Background: an optimization exercise with open tools, aiming at small area, a short achievable clock period and few clock cycles per item. Do not read the settings as production practice.
RTL that was checked went through simulation tests only; none was proved equivalent to the original.
Power figures rest on the tool's default switching activity, not on a simulated workload.

==> flow/design.v <==
`timescale 1ns/1ps
package kyber_params_pkg;
	localparam int KYBER_Q = 3329;  
	localparam int COEFF_W = 12;  
	localparam int LANES = 4;  
	localparam int NOISE_W = 25;
	localparam int ETA_SEL_BIT = NOISE_W - 1;
	typedef logic [COEFF_W-1:0] coeff_t;
	typedef logic [LANES*COEFF_W-1:0] poly_word_t;
	typedef logic [NOISE_W-1:0] noise_word_t;
endpackage
`timescale 1ns/1ps
package noise_acc_ctrl_pkg;
	localparam int WORDS_PER_POLY = 64;  
	localparam int WORD_IDX_W = $clog2(WORDS_PER_POLY);
	localparam int RING_LEN = 4;
	localparam int RING_LEN_W = $clog2(RING_LEN);
	localparam int RINGS = WORDS_PER_POLY / RING_LEN;
	localparam int NOISE_SAMPLE_W = 3;
	localparam int NOISE_ENC_W = 4 * NOISE_SAMPLE_W;  
	typedef logic [WORD_IDX_W-1:0] word_idx_t;
	typedef logic [NOISE_ENC_W-1:0] noise_enc_t;
endpackage
`timescale 1ns/1ps
module noise_acc_fsm
(
	input  logic clk,
	input  logic rst,
	input  logic start_i,
	input  logic noise_empty_i,
	input  logic poly_empty_i,
	input  logic last_i,       
	input  logic slot_next_i,  
	output logic noise_req_o,
	output logic poly_req_o,
	output logic step_o
);
	logic noise_act_q;  
	logic poly_act_q;   
	logic noise_wait_q;  
	logic poly_wait_q;   
	logic noise_act_d;
	logic poly_act_d;
	assign noise_req_o = !(noise_empty_i || noise_wait_q);
	assign poly_req_o  = !(poly_empty_i || poly_wait_q);
	assign step_o      = noise_req_o || poly_req_o;
	assign noise_act_d = start_i || (noise_act_q && !(noise_req_o && last_i));
	assign poly_act_d  = (noise_req_o && last_i) || (poly_act_q && !(poly_req_o && last_i));
	always_ff @(posedge clk) begin
		if (rst) begin
			noise_act_q <= 1'b0;
			poly_act_q  <= 1'b0;
			noise_wait_q <= 1'b1;
			poly_wait_q  <= 1'b1;
		end else begin
			noise_act_q <= noise_act_d;
			poly_act_q  <= poly_act_d;
			noise_wait_q <= !(noise_act_d && slot_next_i);
			poly_wait_q  <= !(poly_act_d && slot_next_i);
		end
	end
endmodule
`timescale 1ns/1ps
module word_counter
(
	input  logic                          clk,
	input  logic                          clr_i,   
	input  logic                          step_i,  
	output logic                          last_o,
	output logic                          slot_next_o  
);
	noise_acc_ctrl_pkg::word_idx_t idx_q;  
	logic [noise_acc_ctrl_pkg::RING_LEN_W-1:0] mis_q;
	logic [noise_acc_ctrl_pkg::RING_LEN_W-1:0] mis_next;
	assign last_o   = &idx_q;
	assign mis_next = clr_i ? '0 : mis_q + noise_acc_ctrl_pkg::RING_LEN_W'(!step_i);
	assign slot_next_o = mis_next == '0;
	always_ff @(posedge clk) begin
		idx_q <= clr_i ? '0 : idx_q + noise_acc_ctrl_pkg::WORD_IDX_W'(step_i);
		mis_q <= mis_next;
	end
endmodule
`timescale 1ns/1ps
module cbd_sampler
(
	input  kyber_params_pkg::noise_word_t word_i,
	output noise_acc_ctrl_pkg::noise_enc_t samples_o
);
	for (genvar n = 0; n < kyber_params_pkg::LANES; n++) begin : g_lane
		logic [1:0] pos_sum;
		logic [1:0] neg_sum;
		assign pos_sum = word_i[kyber_params_pkg::ETA_SEL_BIT]
			? 2'(word_i[6*n]) + 2'(word_i[6*n+1]) + 2'(word_i[6*n+2])
			: 2'(word_i[4*n]) + 2'(word_i[4*n+1]);
		assign neg_sum = word_i[kyber_params_pkg::ETA_SEL_BIT]
			? 2'(word_i[6*n+3]) + 2'(word_i[6*n+4]) + 2'(word_i[6*n+5])
			: 2'(word_i[4*n+2]) + 2'(word_i[4*n+3]);
		assign samples_o[n*noise_acc_ctrl_pkg::NOISE_SAMPLE_W +: noise_acc_ctrl_pkg::NOISE_SAMPLE_W] = {1'b0, pos_sum} - {1'b0, neg_sum};
	end
endmodule
`timescale 1ns/1ps
module poly_ram
(
	input  logic                           clk,
	input  logic                           shift_i,
	input  noise_acc_ctrl_pkg::noise_enc_t wr_data_i,
	output noise_acc_ctrl_pkg::noise_enc_t rd_data_o
);
	localparam int RINGS = noise_acc_ctrl_pkg::RINGS;
	localparam int LEN   = noise_acc_ctrl_pkg::RING_LEN;
	noise_acc_ctrl_pkg::noise_enc_t ring [RINGS][LEN];
	for (genvar j = 0; j < RINGS; j++) begin : g_ring
		noise_acc_ctrl_pkg::noise_enc_t feed;
		if (j == 0) begin : g_head
			assign feed = wr_data_i;
		end else begin : g_link
			assign feed = ring[j-1][LEN-1];
		end
		always_ff @(posedge clk) begin
			ring[j][0] <= shift_i ? feed : ring[j][LEN-1];
			for (int i = 1; i < LEN; i++)
				ring[j][i] <= ring[j][i-1];
		end
	end
	assign rd_data_o = ring[RINGS-1][LEN-1];
endmodule
`timescale 1ns/1ps
module mod_q_adder
(
	input  kyber_params_pkg::poly_word_t   a_i,
	input  noise_acc_ctrl_pkg::noise_enc_t b_i,
	output kyber_params_pkg::poly_word_t   sum_o
);
	function automatic kyber_params_pkg::coeff_t add_mod_q(input kyber_params_pkg::coeff_t a, input logic [2:0] b);
		logic [2:0]  lo;
		logic        inc;
		logic        dec;
		logic [10:0] ones;   
		logic [10:0] zeros;  
		logic [11:0] raw;
		logic        wrap_lo;
		logic        wrap_hi;
		lo  = {1'b0, a[1:0]} + {1'b0, b[1:0]};
		inc = !b[2] && lo[2];
		dec = b[2] && !lo[2];
		ones[0]  = 1'b1;
		zeros[0] = 1'b1;
		for (int i = 1; i < 11; i++) begin
			ones[i]  = ones[i-1] && a[i+1];
			zeros[i] = zeros[i-1] && !a[i+1];
		end
		raw[1:0] = lo[1:0];
		for (int i = 2; i < 12; i++)
			raw[i] = a[i] ^ ((inc && ones[i-2]) || (dec && zeros[i-2]));
		wrap_lo = dec && zeros[10];                                      
		wrap_hi = !b[2] && raw[11:2] == 10'h340 && raw[1:0] != 2'b00;  
		if (wrap_lo) begin
			case (raw[1:0])
				2'b01:   add_mod_q = 12'd3326;
				2'b10:   add_mod_q = 12'd3327;
				default: add_mod_q = 12'd3328;
			endcase
		end else if (wrap_hi) begin
			add_mod_q = {10'd0, raw[1:0] - 2'd1};
		end else begin
			add_mod_q = raw;
		end
	endfunction
	for (genvar n = 0; n < kyber_params_pkg::LANES; n++) begin : g_lane
		assign sum_o[n*kyber_params_pkg::COEFF_W +: kyber_params_pkg::COEFF_W] = add_mod_q(
			a_i[n*kyber_params_pkg::COEFF_W +: kyber_params_pkg::COEFF_W],
			b_i[n*noise_acc_ctrl_pkg::NOISE_SAMPLE_W +: noise_acc_ctrl_pkg::NOISE_SAMPLE_W]);
	end
endmodule
`timescale 1ns/1ps
module kyber_noise_acc
(
	input  logic        clk,
	input  logic        rst,
	input  logic        start_i,
	input  logic        noise_empty_i,
	output logic        noise_req_o,
	input  kyber_params_pkg::noise_word_t noise_i,
	input  logic        poly_empty_i,
	output logic        poly_req_o,
	input  kyber_params_pkg::poly_word_t  poly_i,
	output kyber_params_pkg::poly_word_t  sum_o,
	output logic        sum_valid_o,
	output logic        done_o
);
	logic       step;
	logic       last;
	logic       slot_next;
	logic       noise_req_q;  
	logic       poly_req_q;   
	logic       last_q;       
	noise_acc_ctrl_pkg::noise_enc_t samples;
	noise_acc_ctrl_pkg::noise_enc_t stored;
	kyber_params_pkg::poly_word_t   sum_next;
	noise_acc_fsm u_fsm (
		.clk           (clk),
		.rst           (rst),
		.start_i       (start_i),
		.noise_empty_i (noise_empty_i),
		.poly_empty_i  (poly_empty_i),
		.last_i        (last),
		.slot_next_i   (slot_next),
		.noise_req_o   (noise_req_o),
		.poly_req_o    (poly_req_o),
		.step_o        (step)
	);
	word_counter u_counter (
		.clk         (clk),
		.clr_i       (start_i),
		.step_i      (step),
		.last_o      (last),
		.slot_next_o (slot_next)
	);
	always_ff @(posedge clk) begin
		if (rst) begin
			noise_req_q <= 1'b0;
			poly_req_q  <= 1'b0;
		end else begin
			noise_req_q <= noise_req_o;
			poly_req_q  <= poly_req_o;
		end
		last_q <= poly_req_o && last;
	end
	cbd_sampler u_sampler (
		.word_i    (noise_i),
		.samples_o (samples)
	);
	poly_ram u_ram (
		.clk       (clk),
		.shift_i   (noise_req_q || poly_req_q),
		.wr_data_i (samples),
		.rd_data_o (stored)
	);
	mod_q_adder u_adder (
		.a_i   (poly_i),
		.b_i   (stored),
		.sum_o (sum_next)
	);
	always_ff @(posedge clk) begin
		sum_o <= sum_next;
		if (rst) begin
			sum_valid_o <= 1'b0;
			done_o      <= 1'b0;
		end else begin
			sum_valid_o <= poly_req_q;
			done_o      <= !start_i && (done_o || (poly_req_q && last_q));
		end
	end
endmodule
make LEC_CHECK=0 ABC_AREA=1 CAP_MARGIN=20 CORE_MARGIN=2 CORE_UTILIZATION=40 CTS_BUF_LIST=sky130_fd_sc_hd__clkbuf_16 CTS_CLUSTER_DIAMETER=50 CTS_CLUSTER_SIZE=20 SETUP_SLACK_MARGIN=3.25 SLEW_MARGIN=20 finish   # period 6.0 ns
run.sh (not shown) runs the stock make flow with config.mk's settings and CLKGATE_MAP_FILE= SYNTH_SCRIPT=/design/flow/synth_recipe.tcl, a recipe that flattens the netlist after the stock synthesis.
The baseline completed with no timing, DRC or antenna violations.
Then changed:
CTS_BUF_LIST = sky130_fd_sc_hd__clkbuf_8   (was sky130_fd_sc_hd__clkbuf_16)
CTS_CLUSTER_SIZE = 16   (was 20)
Area after synthesis does not change.
Routed wire length shrinks slightly.
Utilization shrinks by 1.3 points.
Power shrinks by a little under a tenth.
Hold slack barely changes.
Setup slack improves by 0.068 ns.
Clock power shrinks by a quarter to a third.
No functional check of the RTL was part of any run of this note.

========
== v21 ==
kyber_noise_acc, a different RTL version from the one above (not shown whole).
Size in the first run: ~2000 cells after synthesis.
Settings: LEC_CHECK=0, ABC_AREA=1, CAP_MARGIN=20, CORE_MARGIN=2, CORE_UTILIZATION=60, CTS_BUF_LIST=sky130_fd_sc_hd__clkbuf_8, CTS_CLUSTER_DIAMETER=60, CTS_CLUSTER_SIZE=20, SETUP_SLACK_MARGIN=3.3, SLEW_MARGIN=20; clock period 6.0 ns.
standard.sh (not shown) runs the stock make flow with config.mk's settings and CLKGATE_MAP_FILE= SYNTH_SCRIPT=/design/flow/synth_recipe.tcl, a recipe that flattens the netlist after the stock synthesis.
==> flow/flow/run.sh <==
#!/bin/bash
# Standard layout, with plain buffers (instead of the default delay-cell
# buffers) on the ports, and a clock tree without dummy balancing loads.
set -e
export BUFFER_PORTS_ARGS="-buffer_cell sky130_fd_sc_hd__buf_1"
export CTS_ARGS="-sink_clustering_enable -repair_clock_nets -sink_clustering_size 20 -sink_clustering_max_diameter 60 -buf_list sky130_fd_sc_hd__clkbuf_8 -dont_use_dummy_load"
bash standard.sh > standard.log 2>&1
v21 reached the final stage; the timing, DRC and antenna checks on its layout passed.
Testbench counts of v21, summed over its fixed seeds: cycles 16,640, transforms 128.
For v51, these inputs were changed with respect to v21:
Settings: changing CORE_UTILIZATION from 60 to 75; changing SETUP_SLACK_MARGIN from 3.3 to 3.4.
==> flow/flow/run.sh <==
#!/bin/bash
# Standard layout, with plain buffers (instead of the default delay-cell
# buffers) on the ports.
set -e
export BUFFER_PORTS_ARGS="-buffer_cell sky130_fd_sc_hd__buf_1"
bash standard.sh > standard.log 2>&1
==> notes.md <==
- | final weighted congestion of routability-driven global placement | v51 vs v21 | about 5% higher |
- Looking at worst setup slack after placement, v51 sits below v21.
- v51 reached the end of the flow, and the finished layout is clean on the timing, DRC and antenna checks.
- [v51 vs v21] detailed-route vias per instance: higher in v51
- Between v51 and v21, the worst setup slack after layout is higher for v51.
- Changes observed in v51 relative to v21: share of the clock period used by the worst path after layout moved down; switching share of power moved up; final cell count without fillers moved down; overall power of the completed layout moved up.
For v37, these inputs were changed with respect to v51:
Settings: CTS_CLUSTER_SIZE: 20 -> 16; CTS_CLUSTER_DIAMETER: 60 -> 50; SETUP_SLACK_MARGIN: 3.4 -> 3.3; CORE_UTILIZATION: 75 -> 40.
Findings:
v37 | stages: all done | timing, DRC, antenna: all pass. End-of-flow core utilization for v37: 37 points down relative to v51. | relative area change from synthesis to final layout | higher: v37 |. The worst hold slack in v37 sits 0.0084 ns below the value recorded for v51. The final reports for v37 and v51 show cell area after layout higher in the former. Of v37 and v51, v51 shows the lower wire length, with v37 above it. v37 vs v51: global-route met1 utilization down. v37 vs. v51: routability-driven placement congestion ratio went down about 8%; highest cell delay on the worst timing path held; fmax went down about 1.1%; number of standard cells in the layout, taps in and fillers out went up 16%; global-route usage went down 9.0 points.
### v37 -> v16
Settings: CTS_CLUSTER_SIZE changed from 16 to 20; SETUP_SLACK_MARGIN changed from 3.3 to 3.4; CORE_UTILIZATION changed from 40 to 60; CTS_CLUSTER_DIAMETER changed from 50 to 60.
## What came out
Diff v16..v37 | path length in cells of the critical path | unchanged
Across both runs, layout overhead on the synthesized area was lower for v16 than for v37.
v16: mean number of vias per cell about 10% above v37
> inputs changed (v16 -> v7)
==> flow/flow/run.sh <==
#!/bin/bash
# Standard layout, with plain buffers (instead of the default delay-cell
# buffers) on the ports, and a clock tree without dummy balancing loads.
set -e
export BUFFER_PORTS_ARGS="-buffer_cell sky130_fd_sc_hd__buf_1"
export CTS_ARGS="-sink_clustering_enable -repair_clock_nets -sink_clustering_size 20 -sink_clustering_max_diameter 60 -buf_list sky130_fd_sc_hd__clkbuf_8 -dont_use_dummy_load"
bash standard.sh > standard.log 2>&1
Findings:
- v7: flow completed, timing, DRC and antenna clean
- v7: clock-cell share of area lower than v16
- Going from v16 to v7, layout clock buffer count down about 2%; total power down 0.25 mW; average via count per standard cell up 0.022.
- As far as xor and xnor fraction of the mapped netlist area goes, v16 and v7 are indistinguishable; the numbers are identical.
- Buffer share of cell area: v16 vs v7, no meaningful difference
- In the tables for v16 and v7, number of fillers in the final layout reads lower with v16.
- Compared with v16, v7 shows a higher relative contribution of combinational cells to total power.
- As far as diode insertion count for antenna repair is concerned, v16 and v7 perform about the same.
- Summary: with v16 as the reference, final standard cell area without fillers in v7 moved down slightly.

========
kyber_noise_acc again, from the RTL that the note above started with.
// kyber_noise_acc
module kyber_noise_acc
(
	input  logic        clk,
	input  logic        rst,
	input  logic        start_i,
	input  logic        noise_empty_i,
	output logic        noise_req_o,
	input  kyber_params_pkg::noise_word_t noise_i,
	input  logic        poly_empty_i,
	output logic        poly_req_o,
	input  kyber_params_pkg::poly_word_t  poly_i,
	output kyber_params_pkg::poly_word_t  sum_o,
	output logic        sum_valid_o,
	output logic        done_o
);
Settings: LEC_CHECK=0, ABC_AREA=1, CAP_MARGIN=20, CORE_MARGIN=2, CORE_UTILIZATION=40, CTS_BUF_LIST=sky130_fd_sc_hd__clkbuf_8, CTS_CLUSTER_DIAMETER=60, CTS_CLUSTER_SIZE=20, SETUP_SLACK_MARGIN=3.3, SLEW_MARGIN=20; clock period 6.0 ns.
==> flow/flow/run.sh <==
#!/bin/bash
# Standard layout, with plain buffers (instead of the default delay-cell
# buffers) on the ports.
set -e
export BUFFER_PORTS_ARGS="-buffer_cell sky130_fd_sc_hd__buf_1"
bash standard.sh > standard.log 2>&1
The baseline ran to the end with no violations.
Testbench counts at the start, summed over its fixed seeds: cycles 16,640, transforms 128.
Then changed:
==> flow/flow/run.sh (replaced) <==
#!/bin/bash
# Standard layout, with plain buffers (instead of the default delay-cell
# buffers) on the ports, and a clock tree without dummy balancing loads.
set -e
export BUFFER_PORTS_ARGS="-buffer_cell sky130_fd_sc_hd__buf_1"
export CTS_ARGS="-sink_clustering_enable -repair_clock_nets -sink_clustering_size 20 -sink_clustering_max_diameter 60 -buf_list sky130_fd_sc_hd__clkbuf_8 -dont_use_dummy_load"
bash standard.sh > standard.log 2>&1
--- a/flow/config.mk
+++ b/flow/config.mk
@@ -10,3 +10,3 @@
 export CORE_MARGIN = 2
-export CORE_UTILIZATION = 40
+export CORE_UTILIZATION = 70
 export CTS_BUF_LIST = sky130_fd_sc_hd__clkbuf_8
@@ -14,3 +14,3 @@
 export CTS_CLUSTER_SIZE = 20
-export SETUP_SLACK_MARGIN = 3.3
+export SETUP_SLACK_MARGIN = 3.4
 export SLEW_MARGIN = 20
What happened:
- cell area shrinks by 2.9%
- critical path depth is unchanged
- global-route usage grows by 7.6 points
- cell count shrinks by about 13%
Then changed:
==> flow/flow/run.sh (replaced) <==
#!/bin/bash
# Standard layout, with three changes:
# - synthesis maps logic with an area-oriented ABC script (flow/synth.tcl),
# - plain buffers (instead of the default delay-cell buffers) on the ports,
# - a clock tree without dummy balancing loads.
set -e
export FLOW_WORK=$PWD
export FLOW_ABC_SCRIPT=$PWD/flow/abc_area_map.script
export BUFFER_PORTS_ARGS="-buffer_cell sky130_fd_sc_hd__buf_1"
export CTS_ARGS="-sink_clustering_enable -repair_clock_nets -sink_clustering_size 20 -sink_clustering_max_diameter 60 -buf_list sky130_fd_sc_hd__clkbuf_8 -dont_use_dummy_load"
sed "s#SYNTH_SCRIPT=[^ ]*#SYNTH_SCRIPT=$PWD/flow/synth.tcl#" standard.sh > flow_standard.sh
bash flow_standard.sh > standard.log 2>&1
==> flow/flow/abc_area_map.script (new file) <==
strash
&get -n
&st
&synch2
&put
dch -f
amap
topo
stime -c
buffer -c
upsize -c
dnsize -c
==> flow/flow/synth.tcl (new file) <==
# The standard flow's synthesis (synth_recipe.tcl in the work folder), with the ABC
# mapping script replaced by the area-oriented one in this folder.
proc abc {args} {
  set i [lsearch -exact $args -script]
  if {$i >= 0} { lset args [expr {$i + 1}] $::env(FLOW_ABC_SCRIPT) }
  yosys abc {*}$args
}
source $::env(FLOW_WORK)/synth_recipe.tcl
--- a/flow/config.mk
+++ b/flow/config.mk
@@ -10,3 +10,3 @@
 export CORE_MARGIN = 2
-export CORE_UTILIZATION = 70
+export CORE_UTILIZATION = 60
 export CTS_BUF_LIST = sky130_fd_sc_hd__clkbuf_8
@@ -14,3 +14,3 @@
 export CTS_CLUSTER_SIZE = 20
-export SETUP_SLACK_MARGIN = 3.4
+export SETUP_SLACK_MARGIN = 3.3
 export SLEW_MARGIN = 20
Result: Clock power went up by about 2%; routed wire length decreases by 2.6%; combinational power decreases by 8.9%; via count came out lower by 11%; global-route usage fell by 2.5 points; register-to-register slack is worse by 0.29 ns; clock skew hardly moves; die area went up by 11%; worst setup slack is about the same; area after synthesis is lower by about 4.5%.
Then changed:
==> flow/flow/abc_area_map.script (replaced) <==
strash
&get -n
&st
&synch2
&put
dch -f
amap
topo
stime -c
--- a/flow/config.mk
+++ b/flow/config.mk
@@ -8,3 +8,3 @@
 export ABC_AREA = 1
-export CAP_MARGIN = 20
+export CAP_MARGIN = 0
 export CORE_MARGIN = 2
@@ -15,2 +15,2 @@
 export SETUP_SLACK_MARGIN = 3.3
-export SLEW_MARGIN = 20
+export SLEW_MARGIN = 0
Effect:
- setup slack is about the same
- total power hardly moves
- combinational power climbs by about 2%
- final cell count is about the same
Then changed:
==> flow/flow/abc_area_map.script (replaced) <==
strash
dch
amap
topo
stime -c
--- a/flow/config.mk
+++ b/flow/config.mk
@@ -8,3 +8,3 @@
 export ABC_AREA = 1
-export CAP_MARGIN = 0
+export CAP_MARGIN = 20
 export CORE_MARGIN = 2
@@ -14,3 +14,3 @@
 export CTS_CLUSTER_SIZE = 20
-export SETUP_SLACK_MARGIN = 3.3
-export SLEW_MARGIN = 0
+export SETUP_SLACK_MARGIN = 3.4
+export SLEW_MARGIN = 20
After rerunning: Global-route usage is about the same. Area after synthesis rose by 1.4%. Routed wire length rose by 1.8%. Worst hold slack gains 0.0098 ns. Design area rose by 1.9%. Clock-buffer cell count does not change. Via count rose by 5.0%. Register-to-register slack gains 0.02 ns.
Then changed:
==> flow/flow/run.sh (replaced) <==
#!/bin/bash
# Standard layout, with plain buffers (instead of the default delay-cell
# buffers) on the ports.
set -e
export BUFFER_PORTS_ARGS="-buffer_cell sky130_fd_sc_hd__buf_1"
bash standard.sh > standard.log 2>&1
--- a/flow/config.mk
+++ b/flow/config.mk
@@ -10,3 +10,3 @@
 export CORE_MARGIN = 2
-export CORE_UTILIZATION = 60
+export CORE_UTILIZATION = 40
 export CTS_BUF_LIST = sky130_fd_sc_hd__clkbuf_8
removed: flow/flow/abc_area_map.script
removed: flow/flow/synth.tcl
What happened: The new run finished with timing, DRC and antenna clean. Utilization came out lower by 22 points. Power came out higher by 0.72%. Wire length came out higher by 5.2%. Hold slack gains 0.024 ns.

[static timing again, ports no longer ideal]
Ports are ideal in the flow. The routed layouts listed here were re-timed in OpenROAD. Step 1 assumes that a clkbuf_16 drives the clock port and a buf_2 every other input. Step 2, shift: input delay + t, output delay - t, t = (earliest + latest rising clock arrival at the registers) / 2. This alone moves slack from input paths to output paths. Slacks: ideal / step 1 / step 2; pairs: ideal / step 1.
run | t, ns | setup WS [ns] | worst hold slack (ns) | worst data-port slew with drivers (ns)
the first run of note 1 | 0.651 | 3.111 / 3.116 / 2.465 | 0.314 / 0.314 / 0.314 | 0.07
the second run of note 1 | 0.665 | 3.178 / 3.181 / 2.515 | 0.311 / 0.311 / 0.311 | 0.07
v21 | 0.665 | 3.301 / 3.260 / 2.897 | 0.277 / 0.277 / 0.277 | 0.05
v51 | 0.644 | 3.321 / 3.274 / 2.891 | 0.323 / 0.323 / 0.323 | 0.06
v37 | 0.661 | 3.292 / 3.251 / 2.910 | 0.314 / 0.314 / 0.314 | 0.06
v16 | 0.692 | 3.331 / 3.297 / 2.889 | 0.325 / 0.325 / 0.325 | 0.07
v7 | 0.659 | 3.323 / 3.290 / 2.893 | 0.273 / 0.273 / 0.273 | 0.07
the first run of note 3 | 0.699 | 3.292 / 3.250 / 2.897 | 0.315 / 0.315 / 0.315 | 0.06
the second run of note 3 | 0.619 | 3.305 / 3.272 / 2.960 | 0.313 / 0.313 / 0.313 | 0.04
the third run of note 3 | 0.656 | 3.307 / 3.287 / 2.761 | 0.302 / 0.302 / 0.302 | 0.06
the fourth run of note 3 | 0.653 | 3.305 / 3.272 / 2.770 | 0.289 / 0.289 / 0.289 | 0.04
the fifth run of note 3 | 0.666 | 3.298 / 3.256 / 2.665 | 0.299 / 0.299 / 0.299 | 0.06
the sixth run of note 3 | 0.700 | 3.309 / 3.274 / 2.889 | 0.322 / 0.322 / 0.322 | 0.06
After both steps every run listed still meets setup and hold. For the second run of note 1, which loses most, drivers alone change the setup slack by +0.003 ns; drivers and shift together by -0.663 ns.
